Source: an optimization exercise on an open RTL-to-GDS flow (aim: small area). Production flows keep margins and buffers that such runs may drop.
In this exercise RTL edits were held to simulation tests only and were not proved equivalent to the original.
Power and IR drop assume default switching activity.

## flow/config.mk

```make
export PLATFORM = sky130hd
export DESIGN_NAME = pc_ctrl_dmem
export DESIGN_NICKNAME = pc_ctrl_dmem
export VERILOG_FILES = /design/flow/design.v
export SDC_FILE = /design/flow/constraint.sdc
export NUM_CORES = 4
export LEC_CHECK = 0
export CAP_MARGIN = 10
export CORE_MARGIN = 2
export CORE_UTILIZATION = 60
export SLEW_MARGIN = 10
export SYNTH_HIERARCHICAL = 1
export SYNTH_MINIMUM_KEEP_SIZE = 0
```

## flow/constraint.sdc

```tcl
create_clock -name core_clock -period 8.0 [get_ports {clock}]
set_input_delay 1.6000 -clock core_clock [delete_from_list [all_inputs] [get_ports {clock}]]
set_output_delay 1.6000 -clock core_clock [all_outputs]
set_load 0.01 [all_outputs]
```

## flow/design.v

```verilog
module pc_ctrl_dmem #(
    parameter logic [31:0] PC_RESET = 32'h0000_0000
) (
    input  logic        clock,
    input  logic        reset,
    input  logic [31:0] nextPC,
    output logic [31:0] pc,
    input  logic [5:0]  opcode,
    input  logic [5:0]  funct,
    output logic [2:0]  ALUOp,
    output logic        ALUSrc,
    output logic        RegDst,
    output logic        RegWrite,
    output logic        MemtoReg,
    output logic        MemRead,
    output logic        MemWrite,
    output logic        Branch,
    output logic        Jump,
    input  logic [31:0] Address,
    input  logic [31:0] WriteData,
    output logic [31:0] ReadData
);
    localparam int NP = 32;      
    logic [31:0]   r_pc;
    logic [31:0]   r_mem_h [0:NP-1];
    logic [31:0]   r_mem_t [0:NP-1];
    logic [NP-1:0] r_valid_h;
    logic [NP-1:0] r_valid_t;
    logic          r_pol_h;
    logic          r_pol_t;
    logic          r_pend_we;
    logic [5:0]    r_pend_index;
    logic [31:0]   r_pend_data;    
    logic [10:0]   w_ctrl;
    logic          w_re;
    logic          w_we;
    logic [5:0]    w_index;
    logic [4:0]    w_pair;
    logic          w_head;
    logic          w_in_h;
    logic          w_direct;
    logic          w_defer;
    logic          w_commit;
    logic          w_fwd;
    logic          w_pol;
    logic [NP-1:0] w_pair_dec;
    logic [NP-1:0] w_pend_dec;
    logic [NP-1:0] w_set_d;        
    logic [NP-1:0] w_set_p;        
    logic [NP-1:0] w_keep;         
    logic [NP-1:0] w_vh_next;
    logic [NP-1:0] w_vt_next;
    logic [31:0]   w_wd_x;         
    logic [31:0]   w_pd_x;         
    logic [63:0]   w_rsel;
    logic [63:0]   w_rcol [0:31];
    logic [31:0]   w_tree;
    logic          w_pol_en;
    assign w_re    = w_ctrl[3];
    assign w_we    = w_ctrl[2];
    assign w_index = Address[7:2];
    assign w_pair  = w_index[5:1];
    assign w_head  = r_pol_h ^ r_pol_t;
    assign w_in_h  = (w_index[0] == w_head);
    always_ff @(posedge clock or negedge reset) begin
        if (!reset) begin
            r_pc <= PC_RESET;
        end else begin
            r_pc <= nextPC;
        end
    end
    always_comb begin
        w_ctrl = 11'b000_0000_0000;
        case (opcode)
            6'b000000: begin
                if (funct == 6'b001000) begin
                    w_ctrl = 11'b010_0_0_0_0_0_0_0_1;    
                end else begin
                    w_ctrl = 11'b010_0_1_1_0_0_0_0_0;    
                end
            end
            6'b001000: w_ctrl = 11'b000_1_0_1_0_0_0_0_0;  
            6'b001100: w_ctrl = 11'b011_1_0_1_0_0_0_0_0;  
            6'b001101: w_ctrl = 11'b100_1_0_1_0_0_0_0_0;  
            6'b001010: w_ctrl = 11'b101_1_0_1_0_0_0_0_0;  
            6'b100011: w_ctrl = 11'b000_1_0_1_1_1_0_0_0;  
            6'b101011: w_ctrl = 11'b000_1_0_0_0_0_1_0_0;  
            6'b000100: w_ctrl = 11'b001_0_0_0_0_0_0_1_0;  
            6'b000010: w_ctrl = 11'b111_0_0_0_0_0_0_0_1;  
            default:   w_ctrl = 11'b000_0000_0000;
        endcase
    end
    always_ff @(posedge clock or negedge reset) begin
        if (!reset) begin
            r_pol_h <= 1'b0;
            r_pol_t <= 1'b0;
        end else begin
            r_pol_h <= ~r_pol_t;
            r_pol_t <= r_pol_h;
        end
    end
    assign w_direct = w_we & ~w_in_h;
    assign w_defer  = w_we & w_in_h;
    assign w_commit = r_pend_we & ~(w_direct & (w_pair == r_pend_index[5:1]));
    always_ff @(posedge clock or negedge reset) begin
        if (!reset) begin
            r_pend_we <= 1'b0;
        end else begin
            r_pend_we <= w_defer;
        end
    end
    always_ff @(posedge clock) begin
        r_pend_index <= w_index;
        r_pend_data  <= WriteData ^ {32{r_pol_h}};
    end
    always_comb begin
        for (int p = 0; p < NP; p++) begin
            w_pair_dec[p] = (w_pair == 5'(p));
            w_pend_dec[p] = (r_pend_index[5:1] == 5'(p));
        end
    end
    for (genvar p = 0; p < NP; p++) begin : g_ctl
        pcd_pair_ctl u_ctl (
            .dec    (w_pair_dec[p]),
            .pdec   (w_pend_dec[p]),
            .direct (w_direct),
            .commit (w_commit),
            .defer  (w_defer),
            .rd_h   (w_re & w_in_h),
            .rd_t   (w_re & ~w_in_h),
            .vh     (r_valid_h[p]),
            .vt     (r_valid_t[p]),
            .set_d  (w_set_d[p]),
            .set_p  (w_set_p[p]),
            .keep   (w_keep[p]),
            .vh_next(w_vh_next[p]),
            .vt_next(w_vt_next[p]),
            .rsel_h (w_rsel[2*p]),
            .rsel_t (w_rsel[2*p+1])
        );
    end
    assign w_wd_x  = WriteData ^ {32{r_pol_t}};
    assign w_pd_x  = r_pend_data;
    always_ff @(posedge clock or negedge reset) begin
        if (!reset) begin
            r_valid_h <= '0;
            r_valid_t <= '0;
        end else begin
            r_valid_h <= w_vh_next;
            r_valid_t <= w_vt_next;
        end
    end
    for (genvar p = 0; p < NP; p++) begin : g_pair
        logic [31:0] w_next_h;
        for (genvar b = 0; b < 32; b++) begin : g_bit
            pcd_aoi222 u_in (
                .a1(w_keep[p]),  .a2(r_mem_t[p][b]),
                .b1(w_set_d[p]), .b2(w_wd_x[b]),
                .c1(w_set_p[p]), .c2(w_pd_x[b]),
                .y (w_next_h[b])
            );
        end
        always_ff @(posedge clock) begin
            r_mem_h[p] <= w_next_h;
            r_mem_t[p] <= r_mem_h[p];
        end
    end
    assign w_fwd = w_re & r_pend_we & (r_pend_index == w_index);
    assign w_pol = w_in_h ? r_pol_h : r_pol_t;
    assign w_pol_en = w_pol & (w_fwd | (|w_rsel));
    for (genvar b = 0; b < 32; b++) begin : g_rd
        for (genvar p = 0; p < NP; p++) begin : g_col
            assign w_rcol[b][2*p]   = r_mem_h[p][b];
            assign w_rcol[b][2*p+1] = r_mem_t[p][b];
        end
        pcd_rd_bit u_rd (
            .sel (w_rsel),
            .q   (w_rcol[b]),
            .fsel(w_fwd),
            .fq  (w_pd_x[b]),
            .d   (w_tree[b])
        );
    end
    for (genvar b = 0; b < 32; b++) begin : g_out
        pcd_xor2 u_out (.a(w_tree[b]), .b(w_pol_en), .y(ReadData[b]));
    end
    assign pc       = r_pc;
    assign ALUOp    = w_ctrl[10:8];
    assign ALUSrc   = w_ctrl[7];
    assign RegDst   = w_ctrl[6];
    assign RegWrite = w_ctrl[5];
    assign MemtoReg = w_ctrl[4];
    assign MemRead  = w_ctrl[3];
    assign MemWrite = w_ctrl[2];
    assign Branch   = w_ctrl[1];
    assign Jump     = w_ctrl[0];
endmodule
module pcd_pair_ctl (
    input  logic dec,        
    input  logic pdec,       
    input  logic direct,     
    input  logic commit,     
    input  logic defer,      
    input  logic rd_h,       
    input  logic rd_t,       
    input  logic vh,
    input  logic vt,
    output logic set_d,
    output logic set_p,
    output logic keep,
    output logic vh_next,
    output logic vt_next,
    output logic rsel_h,
    output logic rsel_t
);
    pcd_and2 u_set_d (.a(dec), .b(direct), .y(set_d));
    pcd_and2 u_set_p (.a(pdec), .b(commit), .y(set_p));
    pcd_nor2 u_keep (.a(set_d), .b(set_p), .y(keep));
    assign vh_next = ~keep | vt;
    assign vt_next = vh & ~(dec & defer);
    pcd_and3 u_rsel_h (.a(dec), .b(rd_h), .c(vh), .y(rsel_h));
    pcd_and3 u_rsel_t (.a(dec), .b(rd_t), .c(vt), .y(rsel_t));
endmodule
module pcd_and2 (
    input  logic a, b,
    output logic y
);
    assign y = a & b;
endmodule
module pcd_and3 (
    input  logic a, b, c,
    output logic y
);
    assign y = a & b & c;
endmodule
module pcd_xor2 (
    input  logic a, b,
    output logic y
);
    assign y = a ^ b;
endmodule
module pcd_rd_bit (
    input  logic [63:0] sel,
    input  logic [63:0] q,
    input  logic        fsel,
    input  logic        fq,
    output logic        d
);
    logic [22:0] w_n;      
    logic [5:0]  w_p;      
    logic [2:0]  w_m;      
    for (genvar k = 0; k < 21; k++) begin : g_aoi
        pcd_aoi222 u_aoi (
            .a1(sel[3*k]),   .a2(q[3*k]),
            .b1(sel[3*k+1]), .b2(q[3*k+1]),
            .c1(sel[3*k+2]), .c2(q[3*k+2]),
            .y (w_n[k])
        );
    end
    pcd_nand2 u_last (.a(sel[63]), .b(q[63]), .y(w_n[21]));
    pcd_nand2 u_fwd  (.a(fsel),    .b(fq),    .y(w_n[22]));
    for (genvar k = 0; k < 5; k++) begin : g_nand
        pcd_nand4 u_nand (.a(w_n[4*k]), .b(w_n[4*k+1]), .c(w_n[4*k+2]), .d(w_n[4*k+3]),
                          .y(w_p[k]));
    end
    pcd_nand3 u_nand5 (.a(w_n[20]), .b(w_n[21]), .c(w_n[22]), .y(w_p[5]));
    for (genvar k = 0; k < 3; k++) begin : g_nor
        pcd_nor2 u_nor (.a(w_p[2*k]), .b(w_p[2*k+1]), .y(w_m[k]));
    end
    pcd_nand3 u_out (.a(w_m[0]), .b(w_m[1]), .c(w_m[2]), .y(d));
endmodule
module pcd_aoi222 (
    input  logic a1, a2, b1, b2, c1, c2,
    output logic y
);
    assign y = ~((a1 & a2) | (b1 & b2) | (c1 & c2));
endmodule
module pcd_nand2 (
    input  logic a, b,
    output logic y
);
    assign y = ~(a & b);
endmodule
module pcd_nand3 (
    input  logic a, b, c,
    output logic y
);
    assign y = ~(a & b & c);
endmodule
module pcd_nand4 (
    input  logic a, b, c, d,
    output logic y
);
    assign y = ~(a & b & c & d);
endmodule
module pcd_nor2 (
    input  logic a, b,
    output logic y
);
    assign y = ~(a | b);
endmodule
```

## flow/flow/run.sh

```bash
#!/bin/bash
# The standard layout (standard.sh: ORFS synth..finish, unchanged
# synthesis) with two changes:
#  - clock tree: large leaf clusters on clkbuf_16 and no dummy loads
#  - port buffers: buf_2 instead of the default choice
# All tool output goes to standard.log in this folder.
set -o pipefail
export CTS_ARGS="-sink_clustering_enable -repair_clock_nets -buf_list sky130_fd_sc_hd__clkbuf_16 -sink_clustering_size 28 -sink_clustering_max_diameter 70 -dont_use_dummy_load"
export BUFFER_PORTS_ARGS="-buffer_cell sky130_fd_sc_hd__buf_2"
bash standard.sh > standard.log 2>&1
```

## flow/standard.sh

```bash
#!/bin/bash
# synth_recipe.tcl (not shown) runs the flow's synth.tcl, then flattens the netlist and writes it again
# the make line also repeats each setting of config.mk as NAME=value (left out here)
make -C /OpenROAD-flow-scripts/flow DESIGN_CONFIG=/design/flow/config.mk WORK_HOME=/design/flow/orfs CLKGATE_MAP_FILE= SYNTH_SCRIPT=/design/flow/synth_recipe.tcl "${@:-finish}"
```

==> run notes, run 1 <==
clk slew on worst S/H paths 0.11 ns; Leak 0.0290 uW; fin crit period 7.75 ns; met2 GRT Util 0.637; flops & latches, synth 2,185; reg-to-reg endpoint r_mem_h[15][26]; register area share after synthesis 0.666; Iteration-0 DRC Markers 15,485; Hold Crit Start r_mem_h[26][2]; Max Clock Freq 0.129 GHz; vias 56,577; global placement routability congestion 0.989; sw frac 0.221; period utilisation layout 0.968; Yosys Warn Count 13; final clock skew 0.0447 ns; combinational fraction of design power 0.031; path depth of the worst reg2reg path 10; DR pass1 iterations 13; synthesized net count 4,880; met3 Usage GRT 0.168; final WL 271,000 um; drt via density 8.38; Post-synth EDFFs 0; RR Startpoint r_pol_h; post-route ant nets 0; Synth Instances 4,770; hold_ws 0.308 ns; Die H 337 um; Setup crit end kind primary output; Final setup viols 0; Cell Area, Placed 0.0719 mm2; first-pass GRT wire length 380,000 um; H-tree levels 3; Initial Utilization 0.603; Skew-Pair Late Insertion Delay 0.75 ns; required time worst endpoint 6.40 ns; Avg Inst Size Synth 13.9 um2; postcts setup bufs 0; internal power 13,400 uW; R2R Setup Slk 3.82 ns; hold crit path type flip-flop to flip-flop; worst ir drop on vdd 212 uV; Die ar. 0.113 mm2; chip width 337 um; Max FO, Critical Path 19; gr ovfl total 0; hold buffers post-CTS 0; largest net degree at the start of global routing 67; worst hold stages 0; Clk pwr share 0.324; clk sink count 2,185; num rows 122; Sequential Power Share 0.645; CTS root buffer clkbuf_16; Final Cell Area 0.0744 mm2; most frequent cells in the layout dfxtp_1 (2,054), a222oi_1 (1,696), buf_4 (249); vias in the first global route 53,999; post-synth cell types 38; Critical Path Start Type input port; Worst Path Arrival 6.15 ns; CTS Buf Count 101; clk buf depth 3; Hold EP r_mem_t[26][2]; RSZ-0062 raised after global routing no; Mapped Area 0.0664 mm2; gr busiest metal met2; Final Hold Viols 0; outcome no timing/DRC/antenna violations; met1 Use GR 0.594; Core Box Area 0.110 mm2; gr usage total 0.460; post-CTS sizing 0; Post-layout nets 5,375; Pins Over Slew Limit 0; slew margin rel. 0.0830; DR DRC count 0; DR WL/cell 40.1 um; num ports 185; Synth-to-Final Area Change 12.0%; post-synthesis async set-or-reset flop share 0.0453; antenna violations before repair 13; pwr/cell area 231 mW/mm2; Synth Flop Type dfxtp_1; Setup CP Type input port to primary output; CTS tree yes; leading cell type in the layout, fill and taps excluded dfxtp_1; post-detail-place hpwl 155,000 um; setup tns final 0 ns; share of cells above drive strength 1 0.130; buffers added on ports 158; Slew @ Worst Pin 1.37 ns; total of max-cap violations 0; Sw Pwr 3810 uW
layer usage:
layer  vias to the layer above  wire length (um)
li1                      22747                 -
met1                     28095             93200
met2                      4939            108000
met4                        16             22400
met5                         -               105
met3                       780             46800
power groups by stage:
stage	combinational, uW	clock, uW	sequential [uW]
final	534	5570	11100
after global routing	530	5940	11100
after CTS	496	5560	11100
after detailed placement	495	0	11400
after global placement	490	0	11300
after floorplan	156	0	11400
logic make-up after synthesis:
kind of cell	share of synthesized area
buffers and inverters	0.00173
DFF	0.666
AOI/OAI and AO/OA	0.262
and+or+nand+nor	0.0567
xor gates and xnor gates	0.0138
state kept, by name, indices dropped and copies added (netlist names):
signal,flops
r_pend_we,1
r_mem_t,1024
r_pol_h,1
r_valid_t,32
r_mem_h,1024
r_pend_index,6
r_pc,32
r_pol_t,1
r_pend_data,32
r_valid_h,32
modules after synthesis (local to each module, per instance), excerpt:
module        area, um2  cells inside
pcd_xor2           8.76             1
pc_ctrl_dmem      45800          2434
pcd_and2           6.26             1
pcd_nand3          5.00             1
pcd_nor2           3.75             1
pcd_and3           6.26             1
pcd_nand2          3.75             1
pcd_aoi222         10.0             1
pcd_nand4          6.26             1
pcd_pair_ctl       17.5             2
final cells by class:
| type | instances | area, um2 |
|---|---|---|
| inverter | 5 | 18.8 |
| clock buffer | 101 | 2530 |
| antenna | 4 | 10.0 |
| timing repair buffer | 414 | 2820 |
| multi-input combinational | 2558 | 22900 |
| tap | 1488 | 1860 |
| sequential | 2185 | 44300 |
| fill | 8482 | 35800 |
worst max-delay path by stage:
| stage | from | endpoint | slack [ns] | cells past startpoint |
|---|---|---|---|---|
| after global routing | opcode[2] | ReadData[20] | 0.31 | 13 |
| after floorplan | opcode[3] | ReadData[0] | 0.98 | 9 |
| after global placement | opcode[2] | ReadData[20] | 0.49 | 13 |
| after CTS | opcode[2] | ReadData[20] | 0.58 | 13 |
| final | opcode[2] | ReadData[20] | 0.25 | 13 |
| after detailed placement | opcode[2] | ReadData[20] | 0.58 | 13 |
worst max-delay path, stage by stage:
cell and delay [ns]:
buf_2 0.14, nand4b_4 0.18, or3_4 0.41, nor2_2 0.93, buf_4 0.36, and3_1 0.76, buf_4 0.39, a222oi_1 0.13
nand4_1 0.37, nor2_1 0.15, nand3_1 0.13, xor2_1 0.38, buf_2 0.22
per-stage QoR:
step	total power [uW]	util	worst slack, ns	cells
2_1_floorplan	11500	-	0.979	4770
3_3_place_gp	11800	0.652	0.491	6650
3_5_place_dp	11800	0.652	0.581	6650
4_1_cts	17200	0.675	0.577	6751
5_1_grt	17600	0.675	0.313	6752
6_report	17200	0.675	0.253	6755
synth_stat cells, types with 4 or more instances:
cell,number,area [um2]
dfxtp_1,2086,41800
xor2_1,102,893
nor2_1,207,777
and3_1,64,400
nand2b_1,40,250
and2_1,64,400
nand2_1,70,263
nand3_1,66,330
inv_1,4,15.0
clkbuf_1,13,48.8
a21boi_2,32,360
buf_2,8,40.0
dfrtp_1,99,2480
nor4_1,16,100
a222oi_1,1696,17000
nand3b_1,6,45.0
nand4_1,164,1030
==> run 2: changes to the inputs <==
--- a/flow/config.mk
+++ b/flow/config.mk
@@ -7,7 +7,8 @@
 export LEC_CHECK = 0
 export CAP_MARGIN = 10
 export CORE_MARGIN = 2
-export CORE_UTILIZATION = 60
+export CORE_UTILIZATION = 65
+export SETUP_SLACK_MARGIN = 0.1
 export SLEW_MARGIN = 10
 export SYNTH_HIERARCHICAL = 1
 export SYNTH_MINIMUM_KEEP_SIZE = 0
==> run notes, run 2 <==
outcome no timing/DRC/antenna violations (unchanged); num ports 185 (unchanged); gr ovfl total 0 (unchanged); Sw Pwr 3820 uW (was 3810 uW); CTS tree yes (unchanged); post-route ant nets 0 (unchanged); gr usage total 0.488 (was 0.460); Synth Instances 4,770 (unchanged); CTS Buf Count 101 (unchanged); dpl ws 0.751 ns (was 0.581 ns); Avg Inst Size Synth 13.9 um2 (unchanged); register area share after synthesis 0.666 (unchanged); path depth of the worst reg2reg path 9 (was 10); largest net degree at the start of global routing 73 (was 67); share of cells above drive strength 1 0.129 (was 0.130); postcts setup bufs 0 (unchanged); worst hold stages 0 (unchanged); fin crit period 7.59 ns (was 7.75 ns); leading cell type in the layout, fill and taps excluded dfxtp_1 (unchanged); Sequential Power Share 0.645 (about the same); Yosys Warn Count 13 (unchanged); Final Cell Area 0.0742 mm2 (was 0.0744 mm2); pwr/cell area 232 mW/mm2 (was 231 mW/mm2); Core Box Area 0.102 mm2 (was 0.110 mm2); global placement routability congestion 0.984 (was 0.989); Pins Over Slew Limit 0 (unchanged); Mapped Area 0.0664 mm2 (unchanged); most frequent cells in the layout dfxtp_1 (2,054), a222oi_1 (1,696), buf_4 (265) (was dfxtp_1 (2,054), a222oi_1 (1,696), buf_4 (249)); RSZ-0062 raised after global routing no (unchanged); Synth Flop Type dfxtp_1 (unchanged); total of max-cap violations 0 (unchanged); Setup crit end kind primary output (unchanged); most common cell in the netlist dfxtp_1 (unchanged); setup ws final 0.413 ns (was 0.253 ns); Final Hold Viols 0 (unchanged); DR DRC count 0 (unchanged); sw frac 0.222 (was 0.221); synthesized net count 4,880 (unchanged); CTS root buffer clkbuf_16 (unchanged); post-synth cell types 38 (unchanged); clk sink count 2,185 (unchanged); DR pass1 iterations 13 (unchanged); area share of the largest cell type after synthesis 0.629 (unchanged); post-synthesis async set-or-reset flop share 0.0453 (unchanged); Setup CP Type input port to primary output (unchanged); drt via density 8.56 (was 8.38); Clk pwr share 0.324 (about the same); clk buf depth 3 (unchanged); Filler cells 7,182 (was 8,482); first-pass GRT wire length 375,000 um (was 380,000 um); clk slew on worst S/H paths 0.11 ns (about the same); required time worst endpoint 6.40 ns (about the same); Leak 0.0290 uW (about the same); Post-synth EDFFs 0 (unchanged); vias 56,949 (was 56,577); Hold Crit Start r_mem_h[10][0] (was r_mem_h[26][2]); Critical Path Start Type input port (unchanged); internal power 13,400 uW (about the same); Slew @ Worst Pin 1.28 ns (was 1.37 ns); combinational fraction of design power 0.032 (was 0.031); hold crit path type flip-flop to flip-flop (unchanged); num rows 117 (was 122); buffers added on ports 158 (unchanged); flops & latches, synth 2,185 (unchanged); Regs by FF count r_mem_h: 1024 flops, r_mem_t: 1024 flops (unchanged); period utilisation layout 0.948 (was 0.968); Skew-Pair Late Insertion Delay 0.75 ns (about the same); H-tree levels 3 (unchanged); vias in the first global route 54,802 (was 53,999); area leader, netlist dfxtp_1 (unchanged); Cell Area, Placed 0.0717 mm2 (was 0.0719 mm2); setup tns final 0 ns (unchanged); crit path from opcode[2] (unchanged); Synth-to-Final Area Change 11.7% (was 12.0%); worst ir drop on vdd 187 uV (was 212 uV); Commonest cells post-synth dfxtp_1 (2,086), a222oi_1 (1,696), nor2_1 (207) (unchanged); Iteration-0 DRC Markers 16,862 (was 15,485); slew margin rel. 0.146 (was 0.0830); hold buffers post-CTS 0 (unchanged); Initial Utilization 0.654 (was 0.603); chip width 324 um (was 337 um); top cells by area, synth dfxtp_1 (63%), a222oi_1 (26%), dfrtp_1 (3.7%) (unchanged); Die H 324 um (was 337 um); Max FO, Critical Path 25 (was 19); RR Startpoint r_pol_h (unchanged); Layout Utilization 0.731 (was 0.675); post-CTS sizing 0 (unchanged); Die ar. 0.105 mm2 (was 0.113 mm2); final clock skew 0.0739 ns (was 0.0447 ns); Max Clock Freq 0.132 GHz (was 0.129 GHz); Worst Path Arrival 5.99 ns (was 6.15 ns); DR WL/cell 39.8 um (was 40.1 um); Final setup viols 0 (unchanged); antenna violations before repair 12 (was 13); final WL 265,000 um (was 271,000 um); Post-layout nets 5,388 (was 5,375); post-detail-place hpwl 153,000 um (was 155,000 um)
[run 2: final cells by class]
type                            count  area, um2  share of cell area
Timing Repair Buffer              427       2880              0.0387
Sequential cell                  2185      44300               0.597
Antenna cell                        6       15.0            0.000202
Inverter                            5       18.8            0.000253
Clock buffer                      101       2530              0.0340
Multi-Input combinational cell   2558      22800               0.307
Tap cell                         1368       1710              0.0231
[run 2: power groups by stage]
stage	Combinational, uW	Clock [uW]	Sequential (uW)
6_report	544	5580	11100
2_1_floorplan	156	0	11400
3_3_place_gp	495	0	11300
3_5_place_dp	502	0	11400
4_1_cts	503	5530	11100
5_1_grt	534	5910	11100
[run 2: final timing paths]
kind	endpoint	slack, ns
worst min register to register	r_mem_t[10][0]	0.31
min in group asynchronous	r_pc[17]	0.76
worst max-delay path	ReadData[31]	0.41
worst min-delay path	r_mem_t[10][0]	0.31
max in group asynchronous	r_pol_t	5.76
worst max register to register	r_mem_h[14][21]	4.19
[run 2: cells by family after synthesis]
family,after synthesis,synth area share
buffers and inverters,27,0.00173
DFF,2185,0.666
xor gates and xnor gates,105,0.0138
and+or+nand+nor,717,0.0567
AOI/OAI and AO/OA,1736,0.262
[run 2: critical path, cell delays in order]
cell and delay [ns]:
buf_2 0.15, nand4b_4 0.18, or3_4 0.40, nor2_2 0.99, and3_1 1.03, buf_4 0.35
a222oi_1 0.14, nand4_1 0.28, nor2_1 0.26, nand3_1 0.23, xor2_1 0.18, buf_2 0.16
[run 2: per-layer routing]
layer  share of wire  routed length, um  track usage
met2            0.40             105000        0.667
met4           0.093              24600        0.385
met1            0.33              87300        0.611
met5         0.00028                 73            0
met3            0.18              47700        0.194
[run 2: per-stage QoR]
| stage | std cells | hold slack [ns] | total power [uW] |
|---|---|---|---|
| 2_1_floorplan | 4770 | 0.330 | 11500 |
| 3_3_place_gp | 6543 | 0.330 | 11800 |
| 3_5_place_dp | 6543 | 0.335 | 11900 |
| 4_1_cts | 6644 | 0.305 | 17100 |
| 5_1_grt | 6647 | 0.315 | 17600 |
| 6_report | 6650 | 0.314 | 17200 |
[run 2: Yosys stat by module (local to each module, per instance), excerpt]
module / copies in the design / area [um2]
pcd_nand2: 64 / 3.75
pcd_nand4: 160 / 6.26
pcd_pair_ctl: 32 / 17.5
pcd_aoi222: 1696 / 10.0
pcd_nor2: 128 / 3.75
pcd_xor2: 32 / 8.76
pcd_and3: 64 / 6.26
pcd_and2: 64 / 6.26
==> run 3: changes to the inputs <==
--- a/flow/config.mk
+++ b/flow/config.mk
@@ -7,7 +7,7 @@
 export LEC_CHECK = 0
 export CAP_MARGIN = 10
 export CORE_MARGIN = 2
-export CORE_UTILIZATION = 65
+export CORE_UTILIZATION = 68
 export SETUP_SLACK_MARGIN = 0.1
 export SLEW_MARGIN = 10
 export SYNTH_HIERARCHICAL = 1
==> run notes, run 3 <==
Regs by FF count r_mem_h: 1024 flops, r_mem_t: 1024 flops (unchanged); postcts setup bufs 0 (unchanged); gr ovfl total 0 (unchanged); Mapped Area 0.0664 mm2 (unchanged); Final setup viols 0 (unchanged); RSZ-0062 raised after global routing no (unchanged); post-detail-place hpwl 145,000 um (was 153,000 um); CTS tree yes (unchanged); antenna violations before repair 21 (was 12); DR pass1 iterations 17 (was 13); Worst Path Arrival 6.03 ns (was 5.99 ns); slowest library cell on the worst path nor2_1 (was and3_1); register area share after synthesis 0.666 (unchanged); post-route ant nets 0 (unchanged); vias in the first global route 54,920 (was 54,802); Setup crit end kind primary output (unchanged); drt via density 8.74 (was 8.56); Synth Instances 4,770 (unchanged); share of cells above drive strength 1 0.123 (was 0.129); clk slew on worst S/H paths 0.10 ns (was 0.11 ns); Synth-to-Final Area Change 10.9% (was 11.7%); most common cell in the netlist dfxtp_1 (unchanged); Setup CP Type input port to primary output (unchanged); Filler cells 6,453 (was 7,182); setup ws final 0.366 ns (was 0.413 ns); path depth of the worst reg2reg path 10 (was 9); global placement routability congestion 0.988 (was 0.984); Skew-Pair Late Insertion Delay 0.73 ns (was 0.75 ns); area leader, netlist dfxtp_1 (unchanged); setup tns final 0 ns (unchanged); H-tree levels 3 (unchanged); Synth Flop Type dfxtp_1 (unchanged); Leak 0.0287 uW (was 0.0290 uW); worst hold stages 0 (unchanged); dpl ws 1.01 ns (was 0.751 ns); leading cell type in the layout, fill and taps excluded dfxtp_1 (unchanged); area of the multi-input gates 0.0228 mm2 (about the same); top cells by area, synth dfxtp_1 (63%), a222oi_1 (26%), dfrtp_1 (3.7%) (unchanged); buffers added on ports 158 (unchanged); required time worst endpoint 6.40 ns (about the same); worst ir drop on vdd 213 uV (was 187 uV); Post-synth EDFFs 0 (unchanged); reg-to-reg endpoint r_mem_h[26][6] (was r_mem_h[14][21]); Final Cell Area 0.0737 mm2 (was 0.0742 mm2); outcome no timing/DRC/antenna violations (unchanged); Hold Crit Start r_mem_h[0][8] (was r_mem_h[10][0]); Yosys Warn Count 13 (unchanged); Post-layout nets 5,354 (was 5,388); hold crit path type flip-flop to flip-flop (unchanged); synthesized net count 4,880 (unchanged); pwr/cell area 230 mW/mm2 (was 232 mW/mm2); vias 57,002 (was 56,949); hold_ws 0.327 ns (was 0.314 ns); Hold EP r_mem_t[0][8] (was r_mem_t[10][0]); clk sink count 2,185 (unchanged); CTS root buffer clkbuf_16 (unchanged); flops & latches, synth 2,185 (unchanged); largest net degree at the start of global routing 68 (was 73); Slew @ Worst Pin 1.29 ns (was 1.28 ns); post-synth cell types 38 (unchanged); chip width 317 um (was 324 um); register area 0.0443 mm2 (unchanged); Die ar. 0.100 mm2 (was 0.105 mm2); Final Hold Viols 0 (unchanged); final WL 263,000 um (was 265,000 um); most frequent cells in the layout dfxtp_1 (2,054), a222oi_1 (1,696), buf_4 (242) (was dfxtp_1 (2,054), a222oi_1 (1,696), buf_4 (265)); Iteration-0 DRC Markers 16,911 (was 16,862); DR DRC count 0 (unchanged); Critical Path Max Stage Delay 1.00 ns (was 1.03 ns); Die H 317 um (was 324 um); period utilisation layout 0.954 (was 0.948); Commonest cells post-synth dfxtp_1 (2,086), a222oi_1 (1,696), nor2_1 (207) (unchanged); post-CTS sizing 0 (unchanged); slew margin rel. 0.141 (was 0.146); area share of the largest cell type after synthesis 0.629 (unchanged); Cell Area, Placed 0.0714 mm2 (was 0.0717 mm2); hold buffers post-CTS 0 (unchanged); Core Box Area 0.0967 mm2 (was 0.102 mm2); final clock skew 0.0615 ns (was 0.0739 ns); clk buf depth 3 (unchanged); total of max-cap violations 0 (unchanged); RR Startpoint r_pol_t (was r_pol_h); CTS Buf Count 91 (was 101); Avg Inst Size Synth 13.9 um2 (unchanged); post-synthesis async set-or-reset flop share 0.0453 (unchanged); num rows 114 (was 117); Max Clock Freq 0.131 GHz (was 0.132 GHz); Critical Path Start Type input port (unchanged); first-pass GRT wire length 372,000 um (was 375,000 um); DR WL/cell 40.3 um (was 39.8 um); Pins Over Slew Limit 0 (unchanged); Max FO, Critical Path 32 (was 25); fin crit period 7.63 ns (was 7.59 ns); crit-path cells buf_2 -> xnor2_1 -> xnor2_1 -> nor2_2 -> buf_4 -> and3_1 -> buf_4 -> a222oi_1 -> nand4_1 -> nor2_1 -> nand3_1 -> xor2_1 -> buf_2 (was buf_2 -> nand4b_4 -> or3_4 -> nor2_2 -> and3_1 -> buf_4 -> a222oi_1 -> nand4_1 -> nor2_1 -> nand3_1 -> xor2_1 -> buf_2); R2R Setup Slk 3.12 ns (was 4.19 ns); Initial Utilization 0.687 (was 0.654); num ports 185 (unchanged); gr usage total 0.506 (was 0.488)
-- run 3: cell types whose count changed in the layout (fill, tap and decap cells not counted), sizes merged --
| cell | change |
|---|---|
| buf | -24 |
| clkbuf | -10 |
-- run 3: how the worst max path moves through the flow --
| stage | from | endpoint | depth (start not counted) |
|---|---|---|---|
| finish | Address[2] | ReadData[3] | 13 |
| global route | Address[2] | ReadData[3] | 13 |
| CTS | Address[2] | ReadData[3] | 13 |
| detailed placement | Address[2] | ReadData[3] | 13 |
| global placement | Address[2] | ReadData[3] | 13 |
| floorplan | opcode[3] | ReadData[0] | 9 |
-- run 3: cell type report --
type | instances | area share
flip-flops and latches | 2185 | 0.601
well taps | 1276 | 0.0217
diodes | 6 | 0.000204
multi-input cells | 2558 | 0.309
inverters | 5 | 0.000255
repair buffers | 403 | 0.0364
clock buffers | 91 | 0.0309
-- run 3: metal layers --
metal / wire (um) / up-vias / track usage
li1: - / 22740 / -
met1: 83600 / 27542 / 0.618
met2: 103000 / 5598 / 0.692
met3: 50400 / 1096 / 0.237
met4: 25400 / 26 / 0.385
met5: 257 / - / 0.00758
-- run 3: per-stage QoR --
stage	power, uW	std cells	utilization
global placement	11800	6427	0.738
finish	16900	6524	0.762
floorplan	11500	4770	-
detailed placement	11800	6427	0.738
global route	17300	6521	0.762
CTS	16800	6518	0.762
-- run 3: report_power, final --
group	leakage [uW]	internal [uW]	switching (uW)	total [uW]
Sequential	0.0186	11000	84.7	11100
Combinational	0.00907	125	410	535
Clock	0.00112	2050	3220	5270
-- run 3: cells by family (layout without fill, tap and decap cells) --
family / Yosys count / in the layout / synth area share
AO/OA/AOI/OAI: 1736 / 1736 / 0.262
XOR/XNOR: 105 / 105 / 0.0138
buffers and inverters: 27 / 499 / 0.00173
flip-flops: 2185 / 2185 / 0.666
other: 0 / 6 / 0
AND/OR/NAND/NOR: 717 / 717 / 0.0567
-- run 3: critical path: cells and delay by family --
kind,cells,cell delay [ns]
buf+inv,4,0.87
compound gates,1,0.42
simple gates,5,2.31
xor+xnor,3,0.79
-- run 3: per-module statistics from Yosys (local to each module, per instance), a selection --
module	area, um2	cells inside	times used	flip-flops and latches
pcd_and3	6.26	1	64	0
pcd_nand4	6.26	1	160	0
pcd_pair_ctl	17.5	2	32	0
pcd_xor2	8.76	1	32	0
pcd_nand3	5.00	1	64	0
pcd_aoi222	10.0	1	1696	0
pcd_nor2	3.75	1	128	0
==> run 4: changes to the inputs <==
==> flow/flow/run.sh (replaced) <==
#!/bin/bash
# The standard layout (standard.sh: ORFS synth..finish, unchanged
# synthesis) with two changes:
#  - clock tree: large leaf clusters on clkbuf_16 and no dummy loads
#  - port buffers: buf_2 instead of the default choice
# All tool output goes to standard.log in this folder.
set -o pipefail
export CTS_ARGS="-sink_clustering_enable -repair_clock_nets -buf_list sky130_fd_sc_hd__clkbuf_16 -sink_clustering_size 30 -sink_clustering_max_diameter 60 -dont_use_dummy_load"
export BUFFER_PORTS_ARGS="-buffer_cell sky130_fd_sc_hd__buf_2"
bash standard.sh > standard.log 2>&1
--- a/flow/config.mk
+++ b/flow/config.mk
@@ -7,7 +7,7 @@
 export LEC_CHECK = 0
 export CAP_MARGIN = 10
 export CORE_MARGIN = 2
-export CORE_UTILIZATION = 68
+export CORE_UTILIZATION = 65
 export SETUP_SLACK_MARGIN = 0.1
 export SLEW_MARGIN = 10
 export SYNTH_HIERARCHICAL = 1
==> run notes, run 4 <==
Synth Instances 4,770 (unchanged); buffers added on ports 158 (unchanged); most common cell in the netlist dfxtp_1 (unchanged); Final Cell Area 0.0750 mm2 (was 0.0737 mm2); Hold EP r_mem_t[28][15] (was r_mem_t[0][8]); Post-synth EDFFs 0 (unchanged); postcts setup bufs 0 (unchanged); Final setup viols 0 (unchanged); worst hold stages 0 (unchanged); DR WL/cell 39.8 um (was 40.3 um); Hold Crit Start r_mem_h[28][15] (was r_mem_h[0][8]); Filler cells 7,060 (was 6,453); drt via density 8.59 (was 8.74); Skew-Pair Late Insertion Delay 0.78 ns (was 0.73 ns); slew margin rel. 0.155 (was 0.141); setup ws final 0.468 ns (was 0.366 ns); area share of the largest cell type after synthesis 0.629 (unchanged); Avg Inst Size Synth 13.9 um2 (unchanged); pwr/cell area 240 mW/mm2 (was 230 mW/mm2); largest family of logic cells by synthesized area compound AO/OA/AOI/OAI gates (unchanged); top cells by area, synth dfxtp_1 (63%), a222oi_1 (26%), dfrtp_1 (3.7%) (unchanged); clk buf depth 3 (unchanged); area leader, netlist dfxtp_1 (unchanged); Synth Flop Type dfxtp_1 (unchanged); setup tns final 0 ns (unchanged); Post-Layout Cell Count 6,680 (was 6,524); synthesized-area fraction occupied by adder cells 0 (unchanged); total of max-cap violations 0 (unchanged); outcome no timing/DRC/antenna violations (unchanged); Setup crit end kind primary output (unchanged); hold crit path type flip-flop to flip-flop (unchanged); Core Box Area 0.102 mm2 (was 0.0967 mm2); fin crit period 7.53 ns (was 7.63 ns); Critical Path Start Type input port (unchanged); XOR/XNOR share of the synthesized area 0.0138 (unchanged); vias in the first global route 55,335 (was 54,920); post-synthesis async set-or-reset flop share 0.0453 (unchanged); reg-to-reg endpoint r_mem_h[2][7] (was r_mem_h[26][6]); post-route ant nets 0 (unchanged); Slew @ Worst Pin 1.27 ns (was 1.29 ns); gr usage total 0.491 (was 0.506); clk sink count 2,185 (unchanged); Synth-to-Final Area Change 12.9% (was 10.9%); required time worst endpoint 6.40 ns (about the same); Final Hold Viols 0 (unchanged); post-CTS sizing 0 (unchanged); Post-layout nets 5,418 (was 5,354); synthesized net count 4,880 (unchanged); Die H 324 um (was 317 um); H-tree levels 4 (was 3); clk slew on worst S/H paths 0.11 ns (was 0.10 ns); RSZ-0062 raised after global routing no (unchanged); post-synthesis share of cell area spent on and, or, nand and nor gates 0.0567 (unchanged); leading cell type in the layout, fill and taps excluded dfxtp_1 (unchanged); num rows 117 (was 114); Cell Area, Placed 0.0717 mm2 (was 0.0714 mm2); path depth of the worst reg2reg path 9 (was 10); RR Startpoint r_pol_h (was r_pol_t); vias 57,406 (was 57,002); Max FO, Critical Path 25 (was 32); CTS root buffer clkbuf_16 (unchanged); most frequent cells in the layout dfxtp_1 (2,054), a222oi_1 (1,696), buf_4 (265) (was dfxtp_1 (2,054), a222oi_1 (1,696), buf_4 (242)); gr ovfl total 0 (unchanged); first-pass GRT wire length 377,000 um (was 372,000 um); Synth Area in Compound Gates 0.262 (unchanged); DR pass1 iterations 13 (was 17); period utilisation layout 0.942 (was 0.954); share of cells above drive strength 1 0.134 (was 0.123); R2R Setup Slk 4.15 ns (was 3.12 ns); CTS Buf Count 131 (was 91); Leak 0.0294 uW (was 0.0287 uW); largest net degree at the start of global routing 73 (was 68); dpl ws 0.751 ns (was 1.01 ns); dpl cells 6,543 (was 6,427); final WL 266,000 um (was 263,000 um); antenna violations before repair 8 (was 21); Max Clock Freq 0.133 GHz (was 0.131 GHz); global placement routability congestion 0.984 (was 0.988); chip width 324 um (was 317 um); Die ar. 0.105 mm2 (was 0.100 mm2); post-synth cell types 38 (unchanged); Regs by FF count r_mem_h: 1024 flops, r_mem_t: 1024 flops (unchanged); final clock skew 0.0610 ns (was 0.0615 ns); Worst Path Arrival 5.93 ns (was 6.03 ns); post-detail-place hpwl 153,000 um (was 145,000 um); multiplexer share of the synthesized area 0 (unchanged); num ports 185 (unchanged); DR DRC count 0 (unchanged); Mapped Area 0.0664 mm2 (unchanged); Yosys Warn Count 13 (unchanged); hold buffers post-CTS 0 (unchanged); Initial Utilization 0.654 (was 0.687); Iteration-0 DRC Markers 16,617 (was 16,911); Pins Over Slew Limit 0 (unchanged); flops & latches, synth 2,185 (unchanged); worst ir drop on vdd 214 uV (was 213 uV); CTS tree yes (unchanged); register area share after synthesis 0.666 (unchanged); Commonest cells post-synth dfxtp_1 (2,086), a222oi_1 (1,696), nor2_1 (207) (unchanged); Setup CP Type input port to primary output (unchanged)
run 4: how the worst max path moves through the flow:
stage	start	endpoint	slack (ns)	depth (start not counted)
floorplan	opcode[3]	ReadData[0]	0.98	9
global placement	opcode[2]	ReadData[22]	0.86	12
detailed placement	opcode[2]	ReadData[31]	0.75	12
CTS	opcode[2]	ReadData[31]	0.75	12
global route	opcode[2]	ReadData[31]	0.47	12
finish	opcode[2]	ReadData[20]	0.47	13
run 4: cell type report:
type                       instances  area [um2]  share of cell area
inverter                           5        18.8            0.000250
sequential                      2185       44300               0.591
antenna                            6        15.0            0.000200
clock buffer                     131        3280              0.0437
tap                             1368        1710              0.0228
timing repair buffer             427        2880              0.0383
multi-input combinational       2558       22800               0.304
run 4: critical path, cell delays in order:
cell	delay (ns)
buf_2	0.14
nand4b_4	0.18
or3_4	0.40
nor2_2	0.99
and3_1	1.00
buf_4	0.35
buf_4	0.16
a222oi_1	0.10
nand4_1	0.31
nor2_1	0.18
nand3_1	0.19
xor2_1	0.16
buf_2	0.15
run 4: report_power, final:
part	internal, uW	leakage, uW	switching (uW)
clock	2910	0.00161	3430
combinational	127	0.00920	417
sequential	11000	0.0186	83.8
total	14100	0.0294	3930
run 4: per-layer routing:
metal  part of all wire  track usage  wire [um]
met1               0.33        0.611      87800
met2               0.40        0.675     107000
met3               0.18        0.192      47500
met4              0.091        0.397      24300
met5           0.000038            0         10
run 4: cell families (layout without fill, tap and decap cells):
kind of cell    count (synthesis)  count (layout)
xor+xnor                      105             105
other cells                     0               6
compound gates               1736            1736
buf+inv                        27             563
simple gates                  717             717
flops                        2185            2185
run 4: metrics by stage:
| stage | util | power [uW] | hold slack, ns |
|---|---|---|---|
| finish | 0.738 | 18000 | 0.309 |
| global route | 0.738 | 18300 | 0.309 |
| CTS | 0.738 | 17900 | 0.308 |
| detailed placement | 0.706 | 11900 | 0.335 |
| global placement | 0.706 | 11800 | 0.330 |
| floorplan | - | 11500 | 0.330 |
run 4: per-module statistics from Yosys (local to each module, per instance), excerpt:
module	cell area (um2)	copies in the design
pcd_xor2	8.76	32
pcd_nand4	6.26	160
pcd_and3	6.26	64
pc_ctrl_dmem	45800	1
pcd_aoi222	10.0	1696
pcd_and2	6.26	64

## static timing again, ports no longer ideal
No port has a modelled driver above. Below, the same layouts with a new extraction and two added sets of constraints. Step 1: set_driving_cell puts a clkbuf_16 on clock and a buf_2 on each other input, an assumption about the parent block. Step 2, shift: input delay + t, output delay - t, t = (earliest + latest rising clock arrival at the registers) / 2. This alone moves slack from input paths to output paths. Slacks: ideal / step 1 / step 2; pairs: ideal / step 1.
run	shift t [ns]	setup WS [ns]	clock arrival spread, ns
run 1	0.800	0.253 / 0.233 / 0.233	0.046 / 0.046
run 2	0.796	0.413 / 0.364 / 0.364	0.076 / 0.077
run 3	0.782	0.366 / 0.272 / 0.272	0.062 / 0.061
run 4	0.831	0.468 / 0.449 / 0.449	0.063 / 0.063
After both steps setup and hold are still met in every run listed. For run 3, which loses most, drivers alone change the setup slack by -0.094 ns; drivers and shift together by -0.094 ns.
